From an optimization exercise on the open Yosys and OpenROAD flow, aimed at small area and a short achievable clock period; shortcuts taken in it are not production practice. In this exercise RTL edits were held to simulation tests only and were not proved equivalent to the original. Power and IR drop assume default switching activity.

==> flow/design.v (excerpt) <==
module ring_buffer_double_ended_queue (
  input  logic         clk_i,
  input  logic         rst_ni,
  input  logic         start_i,
  input  logic [34:0]  cmd_i_flat,
  output logic         busy_o,
  output logic         done_o,
  output logic [102:0] result_o_flat
);
Size: ~1,400 cells after synthesis, about 140 I/O pins.
==> flow/config.mk <==
export PLATFORM = sky130hd
export DESIGN_NAME = ring_buffer_double_ended_queue
export DESIGN_NICKNAME = ring_buffer_double_ended_queue
export VERILOG_FILES = /design/flow/design.v
export SDC_FILE = /design/flow/constraint.sdc
export NUM_CORES = 4
export LEC_CHECK = 0
export CAP_MARGIN = 0
export CORE_MARGIN = 2
export CORE_UTILIZATION = 60
export CTS_BUF_LIST = sky130_fd_sc_hd__clkbuf_16
export CTS_CLUSTER_DIAMETER = 60
export CTS_CLUSTER_SIZE = 25
export SETUP_SLACK_MARGIN = 2.85
export SLEW_MARGIN = 0
==> flow/constraint.sdc <==
create_clock -name core_clock -period 5.0 [get_ports {clk_i}]
set_input_delay 1.0000 -clock core_clock [delete_from_list [all_inputs] [get_ports {clk_i}]]
set_output_delay 1.0000 -clock core_clock [all_outputs]
set_load 0.01 [all_outputs]
standard.sh (not shown) runs the stock make flow with config.mk's settings and CLKGATE_MAP_FILE= SYNTH_SCRIPT=/design/flow/synth_recipe.tcl, a recipe that flattens the netlist after the stock synthesis.
==> flow/flow/run.sh <==
#!/bin/bash
# Layout flow: the standard ORFS flow (standard.sh), unchanged except that the
# port buffers are plain sky130 buf_2 cells instead of the delay-cell buffers that
# buffer_ports picks by default.
set -euo pipefail
export BUFFER_PORTS_ARGS="-buffer_cell sky130_fd_sc_hd__buf_2"
bash standard.sh > standard_flow.log 2>&1
The baseline passed the timing, design-rule and antenna checks.
Change:
- SETUP_SLACK_MARGIN: 2.85 -> 2.9
What happened:
- The changed run passed the timing, design-rule and antenna checks
- worst setup slack gets worse by 0.011 ns
- wire length is higher by 13%
- synthesized cell count is unchanged
- die area does not change
Change:
- CORE_UTILIZATION: 60 -> 50
- SETUP_SLACK_MARGIN: 2.9 -> 2.8
Effect:
- flip-flop and latch count stays the same
- global-route usage shrinks by 8.2 points
- routed wire length shrinks by 10%
- count of clock-buffer cells in the layout grows by 4
- register-to-register slack degrades by 0.05 ns
Change:
- CORE_UTILIZATION: 50 -> 60
- CTS_BUF_LIST: sky130_fd_sc_hd__clkbuf_16 -> sky130_fd_sc_hd__clkbuf_8
- CTS_CLUSTER_DIAMETER: 60 -> 50
- CTS_CLUSTER_SIZE: 25 -> 14
The changed run ran to the end with no violations.
Cell area came out lower by 2.9%.
Utilization rose by 11 points.
Clock power shrinks by 20%.
Worst setup slack is worse by 0.046 ns.
Global-route usage rises by 5.0 points.
Power came out lower by 5.9%.
Routed wire length fell by 8.4%.
Via count came out lower by 1.4%.
Change:
- CTS_BUF_LIST: sky130_fd_sc_hd__clkbuf_8 -> sky130_fd_sc_hd__clkbuf_16
- CTS_CLUSTER_DIAMETER: 50 -> 60
- CTS_CLUSTER_SIZE: 14 -> 25
After rerunning:
- The new run finished clean
- cell area rose by about 0.7%
- total power grows by 4.3%
- hold slack improved by 0.026 ns
- setup slack gets better by 0.037 ns


## run A
Starting RTL as in the previous note.
==> flow/config.mk <==
export PLATFORM = sky130hd
export DESIGN_NAME = ring_buffer_double_ended_queue
export DESIGN_NICKNAME = ring_buffer_double_ended_queue
export VERILOG_FILES = /design/flow/design.v
export SDC_FILE = /design/flow/constraint.sdc
export NUM_CORES = 4
export LEC_CHECK = 0
export CAP_MARGIN = 20
export CORE_MARGIN = 2
export CORE_UTILIZATION = 60
export CTS_BUF_LIST = sky130_fd_sc_hd__clkbuf_16
export CTS_CLUSTER_DIAMETER = 60
export CTS_CLUSTER_SIZE = 25
export PLACE_DENSITY = 0.75
export SETUP_SLACK_MARGIN = 2.8
export SLEW_MARGIN = 20
==> flow/constraint.sdc <==
create_clock -name core_clock -period 5.0 [get_ports {clk_i}]
set_input_delay 1.0000 -clock core_clock [delete_from_list [all_inputs] [get_ports {clk_i}]]
set_output_delay 1.0000 -clock core_clock [all_outputs]
set_load 0.01 [all_outputs]
Scripts as last shown in full above: flow/flow/run.sh
Run A finished every stage and its layout cleared the timing, design-rule and antenna checks.
For run B, these inputs were changed with respect to run A:
- a change of CAP_MARGIN from 20 to 0
- a change of SLEW_MARGIN from 20 to 0
- a deleted PLACE_DENSITY that had been 0.75
- a change of SETUP_SLACK_MARGIN from 2.8 to 2.75
==> run notes <==
Setup slack: run B more than run A
In run B, the number of fill cells in the layout came out 251 above the value in run A.
On final critical-path required period, the lower figure sits with run B, not run A.
Cell count after placement across run B and run A: no real change.
The worst slack on hold paths of run B was inferior to that of run A.
Diff run A -> run B | synthesis-to-finish area growth | decrease of 3.1 points
Looking at run B and run A, the first-pass GRT wire length is a wash.
| maximum frequency | run B vs run A | ≈ equal |
Share of layout cells above drive strength 1 ends up higher on run A.
diff inputs: run B => run C
- CAP_MARGIN changed from 0 to 20
- CTS_CLUSTER_DIAMETER removed (was 60)
- CTS_BUF_LIST removed (was sky130_fd_sc_hd__clkbuf_16)
- SETUP_SLACK_MARGIN changed from 2.75 to 2.7
- CTS_CLUSTER_SIZE removed (was 25)
- SLEW_MARGIN changed from 0 to 20
Findings:
No stage failed in run C, and the final checks on the layout all came back clean.
Higher amount of wire on met3 after detailed routing among run B and run C: run B
| worst slew slack as a fraction of its limit | run B vs run C | ≈ equal |
Per the comparison of run C with run B, final cell count moved up; setup slack of the worst register-to-register path moved down.
Compared with run B, run C ends up with more cell area.
Diff run B and run C: first-pass GRT wire length higher in run B
Of the two values seen for launch point of the critical path, cmd_i_flat[34] was produced by run B and cmd_i_flat[33] by run C.
Delta (run C minus run B): combinational power share -1.4 points; total number of vias comparable; area fraction of clock buffers and clock inverters went up 2.6 points.
Sequential power across run B and run C: no real change.
--- input diff run C..run D ---
- an added CTS_CLUSTER_SIZE of 25
- an added CTS_CLUSTER_DIAMETER of 60
- an added CTS_BUF_LIST of sky130_fd_sc_hd__clkbuf_16
- a change of SETUP_SLACK_MARGIN from 2.7 to 2.8
Findings:
- In the tables for run C and run D, final-layout clock-cell area share reads lower with run D.
- The mux contribution to synthesized area was comparable across run C and run D.
- Sort run C and run D by total number of vias asc -> top: run C
- On worst setup slack: between run C and run D, it ends up higher for run D.
- As far as number of placed instances with taps included is concerned, run C and run D perform about the same.


nickel:
The RTL this note starts from:
==> flow/design.v <==
package rbdeq_pkg;
  localparam int unsigned DEPTH = 16;
  localparam int unsigned CNT_W = $clog2(DEPTH + 1);
  localparam int unsigned WORD_W = 32;
  localparam int unsigned RING = DEPTH - 2;
  typedef enum logic [2:0] {
    FUNC_PUSH_FRONT = 3'd0,
    FUNC_PUSH_BACK  = 3'd1,
    FUNC_POP_FRONT  = 3'd2,
    FUNC_POP_BACK   = 3'd3,
    FUNC_NONE       = 3'd4
  } func_e;
  typedef enum logic [1:0] {
    ST_DONE       = 2'd0,
    ST_FULL       = 2'd1,
    ST_EMPTY      = 2'd2
  } status_e;
  typedef struct packed {
    logic [2:0]               func;
    logic signed [WORD_W-1:0] push_value;
  } cmd_t;
  typedef struct packed {
    logic signed [WORD_W-1:0] popped_value;
    logic [1:0]               status;
    logic [4:0]               count_after;
    logic signed [WORD_W-1:0] first_value;
    logic signed [WORD_W-1:0] last_value;
  } res_t;
endpackage
module rbdeq_cell (
  input  logic                                clk_i,
  input  logic                                push_f_i,
  input  logic                                push_b_i,
  input  logic                                sel_f_i,
  input  logic                                sel_b_i,
  input  logic signed [rbdeq_pkg::WORD_W-1:0] wdata_i,
  output logic signed [rbdeq_pkg::WORD_W-1:0] data_o
);
  logic we;
  assign we = (push_f_i && sel_f_i) || (push_b_i && sel_b_i);
  always_ff @(posedge clk_i) begin
    if (we) data_o <= wdata_i;
  end
endmodule
module ring_buffer_double_ended_queue (
  input  logic         clk_i,
  input  logic         rst_ni,
  input  logic         start_i,
  input  logic [34:0]  cmd_i_flat,
  output logic         busy_o,
  output logic         done_o,
  output logic [102:0] result_o_flat
);
  localparam int unsigned RING = rbdeq_pkg::RING;
  localparam int unsigned W    = rbdeq_pkg::WORD_W;
  rbdeq_pkg::cmd_t cmd_i;
  rbdeq_pkg::res_t result_o;
  assign cmd_i         = rbdeq_pkg::cmd_t'(cmd_i_flat);
  assign result_o_flat = result_o;
  logic [rbdeq_pkg::CNT_W-1:0] count_q, count_d, count_up, count_down;
  logic                        empty_q, one_q, two_q, full_q;
  logic                        empty_d, one_d, two_d, full_d;
  logic [RING-1:0]             head_q, head_d, tail_q, tail_d;
  logic [RING-1:0]             head_prev, head_next, tail_prev, tail_next;
  logic signed [W-1:0]         front_q, front_d, back_q, back_d;
  logic signed [W-1:0]         popped_q, popped_d;
  logic [1:0]                  status_q, status_d;
  logic                        done_q;
  logic signed [W-1:0]         ring_data [RING];
  logic signed [W-1:0]         ring_rdata, ring_wdata;
  logic [RING-1:0]             ring_rsel, wsel_f, wsel_b;
  logic accept, three, fifteen, ge2, ge3;
  logic req_pf, req_pb, req_qf, req_qb, req_push, req_pop;
  logic push_f, push_b, pop_f, pop_b, push_ring_f, push_ring_b;
  logic f_pv, f_back, f_ring, f_hold;
  logic b_pv, b_front, b_ring, b_hold;
  assign busy_o = 1'b0;
  assign accept = start_i;
  assign ge2     = !empty_q && !one_q;
  assign ge3     = ge2 && !two_q;
  assign three   = (count_q == 5'd3);
  assign fifteen = (count_q == 5'd15);
  assign req_pf   = accept && (cmd_i.func == rbdeq_pkg::FUNC_PUSH_FRONT);
  assign req_pb   = accept && (cmd_i.func == rbdeq_pkg::FUNC_PUSH_BACK);
  assign req_qf   = accept && (cmd_i.func == rbdeq_pkg::FUNC_POP_FRONT);
  assign req_qb   = accept && (cmd_i.func == rbdeq_pkg::FUNC_POP_BACK);
  assign req_push = accept && (cmd_i.func[2:1] == 2'b00);
  assign req_pop  = accept && (cmd_i.func[2:1] == 2'b01);
  assign push_f   = req_pf && !full_q;
  assign push_b   = req_pb && !full_q;
  assign pop_f    = req_qf && !empty_q;
  assign pop_b    = req_qb && !empty_q;
  assign head_prev = {head_q[0], head_q[RING-1:1]};
  assign head_next = {head_q[RING-2:0], head_q[RING-1]};
  assign tail_prev = {tail_q[0], tail_q[RING-1:1]};
  assign tail_next = {tail_q[RING-2:0], tail_q[RING-1]};
  for (genvar i = 0; i < RING; i++) begin : g_ring
    rbdeq_cell u_cell (
      .clk_i   (clk_i),
      .push_f_i(req_pf),
      .push_b_i(req_pb),
      .sel_f_i (wsel_f[i]),
      .sel_b_i (wsel_b[i]),
      .wdata_i (ring_wdata),
      .data_o  (ring_data[i])
    );
  end
  assign ring_rsel = cmd_i.func[0] ? tail_prev : head_q;
  always_comb begin
    ring_rdata = '0;
    for (int i = 0; i < RING; i++) begin
      ring_rdata = ring_rdata | (ring_rsel[i] ? ring_data[i] : '0);
    end
  end
  assign push_ring_f = ge2 && !full_q && req_pf;
  assign push_ring_b = ge2 && !full_q && req_pb;
  assign ring_wdata  = cmd_i.func[0] ? back_q : front_q;
  assign wsel_f      = full_q ? '0 : head_prev;
  assign wsel_b      = full_q ? '0 : tail_q;
  always_comb begin
    head_d = head_q;
    tail_d = tail_q;
    if (push_ring_f)         head_d = head_prev;
    if (req_qf && ge3)       head_d = head_next;
    if (push_ring_b)         tail_d = tail_next;
    if (req_qb && ge3)       tail_d = tail_prev;
  end
  assign f_pv    = push_f || (req_pb && empty_q);
  assign f_back  = req_qf && two_q;
  assign f_ring  = req_qf && ge3;
  assign f_hold  = !empty_q && !push_f && !req_qf && !(req_qb && one_q);
  assign b_pv    = push_b || (req_pf && empty_q);
  assign b_front = req_qb && two_q;
  assign b_ring  = req_qb && ge3;
  assign b_hold  = !empty_q && !push_b && !req_qb && !(req_qf && one_q);
  assign front_d = ({W{f_pv}} & cmd_i.push_value) | ({W{f_back}} & back_q) |
                   ({W{f_ring}} & ring_rdata) | ({W{f_hold}} & front_q);
  assign back_d  = ({W{b_pv}} & cmd_i.push_value) | ({W{b_front}} & front_q) |
                   ({W{b_ring}} & ring_rdata) | ({W{b_hold}} & back_q);
  for (genvar i = 0; i < rbdeq_pkg::CNT_W; i++) begin : g_step
    if (i == 0) begin : g_lsb
      assign count_up[i]   = !count_q[0];
      assign count_down[i] = !count_q[0];
    end else begin : g_bit
      assign count_up[i]   = count_q[i] ^ (&count_q[i-1:0]);
      assign count_down[i] = count_q[i] ^ !(|count_q[i-1:0]);
    end
  end
  always_comb begin
    count_d  = count_q;
    status_d = rbdeq_pkg::ST_DONE;
    popped_d = '0;
    if (push_f || push_b) count_d = count_up;
    if (pop_f || pop_b)   count_d = count_down;
    if (pop_f || pop_b) popped_d = ring_wdata;
    if (req_push && full_q)  status_d = rbdeq_pkg::ST_FULL;
    if (req_pop && empty_q)  status_d = rbdeq_pkg::ST_EMPTY;
  end
  assign empty_d = (empty_q && !req_push) || (one_q && req_pop);
  assign one_d   = (empty_q && req_push) || (one_q && !req_push && !req_pop) || (two_q && req_pop);
  assign two_d   = (one_q && req_push) || (two_q && !req_push && !req_pop) || (three && req_pop);
  assign full_d  = (full_q && !req_pop) || (fifteen && req_push);
  always_ff @(posedge clk_i or negedge rst_ni) begin
    if (!rst_ni) begin
      count_q <= '0;
      empty_q <= 1'b1;
      one_q   <= 1'b0;
      two_q   <= 1'b0;
      full_q  <= 1'b0;
      done_q  <= 1'b0;
      head_q  <= RING'(1);
      tail_q  <= RING'(1);
    end else begin
      count_q <= count_d;
      empty_q <= empty_d;
      one_q   <= one_d;
      two_q   <= two_d;
      full_q  <= full_d;
      done_q  <= accept;
      head_q  <= head_d;
      tail_q  <= tail_d;
    end
  end
  always_ff @(posedge clk_i) begin
    front_q  <= front_d;
    back_q   <= back_d;
    popped_q <= popped_d;
    status_q <= status_d;
  end
  assign done_o                = done_q;
  assign result_o.popped_value = popped_q;
  assign result_o.status       = status_q;
  assign result_o.count_after  = 5'(count_q);
  assign result_o.first_value  = front_q;
  assign result_o.last_value   = back_q;
endmodule
export LEC_CHECK = 0
export CAP_MARGIN = 0
export CORE_MARGIN = 2
export CORE_UTILIZATION = 60
export CTS_BUF_LIST = sky130_fd_sc_hd__clkbuf_16
export CTS_CLUSTER_DIAMETER = 60
export CTS_CLUSTER_SIZE = 25
export SETUP_SLACK_MARGIN = 2.85
export SLEW_MARGIN = 0
export SYNTH_HIERARCHICAL = 1
create_clock -name core_clock -period 5.0 [get_ports {clk_i}]
Scripts as last shown in full above: flow/flow/run.sh
nickel completed end to end with timing, DRC and antenna clean.
> inputs changed (nickel -> raven)
Settings: swapping 60 for 50 in CORE_UTILIZATION.
## What came out
- [compare] base=nickel new=raven: overall power of the completed layout +1.1%, clock-buffer cell count went up 4.
- Of nickel and raven, the higher per-cell via count in the routed design belongs to nickel.
- Compared with nickel, raven shows a initial standard-cell utilization of the core that is 10 points lower.
- In the metrics for nickel and raven, the one carrying the lower total global routing track utilization is raven.
Inputs modified between raven and maple:
Settings: CORE_UTILIZATION: 50 -> 70.
Notes after the runs:
- maple vs. raven: number of inserted filler cells in the final layout saw a decrease, power share of the clock group lost 1.4 points.
- maple vs raven, slowest library cell on the worst path: dfxtp_1 vs dfrtp_2
- met5 as the highest layer used for signal routing was reported by maple, and met4 by raven.
- Overall power was higher in raven than in maple.

-- static timing again, ports no longer ideal --
How much do the figures lean on ideal ports? The routed layouts below were timed once more, with nothing changed but the port constraints. Step 1 assumes that a clkbuf_16 drives the clock port and a buf_2 every other input. Step 2 adds t to the input delays and takes it off the output delays; t is the mean of the earliest and latest rising clock arrival at the registers after step 1. Input paths then give back, and output paths get back, about the clock's delay inside the block. Three values: ideal, step 1, step 2; two values: the first two.
| run | shift t [ns] | setup slack, ns | worst setup path after step 2 | cell pins on the clock port's net |
|---|---|---|---|---|
| the first run of note 1 | 0.619 | 2.706 / 2.700 / 2.080 | input to register | 1 |
| the second run of note 1 | 0.618 | 2.694 / 2.708 / 2.090 | input to register | 1 |
| the third run of note 1 | 0.647 | 2.782 / 2.673 / 2.027 | input to register | 1 |
| the fourth run of note 1 | 0.708 | 2.736 / 2.611 / 1.903 | input to register | 1 |
| the fifth run of note 1 | 0.617 | 2.773 / 2.720 / 2.102 | input to register | 1 |
| run A | 0.616 | 2.728 / 2.663 / 2.047 | input to register | 1 |
| run B | 0.603 | 2.732 / 2.674 / 2.071 | input to register | 1 |
| run C | 0.663 | 2.701 / 2.664 / 2.002 | input to register | 1 |
| run D | 0.619 | 2.742 / 2.675 / 2.056 | input to register | 1 |
| nickel | 0.605 | 2.854 / 2.682 / 2.078 | input to register | 1 |
| raven | 0.639 | 2.865 / 2.701 / 2.062 | input to register | 1 |
| maple | 0.606 | 2.857 / 2.682 / 2.076 | input to register | 1 |
After both steps every run listed still meets setup and hold. For the fourth run of note 1, which loses most, drivers alone change the setup slack by -0.125 ns; drivers and shift together by -0.833 ns.
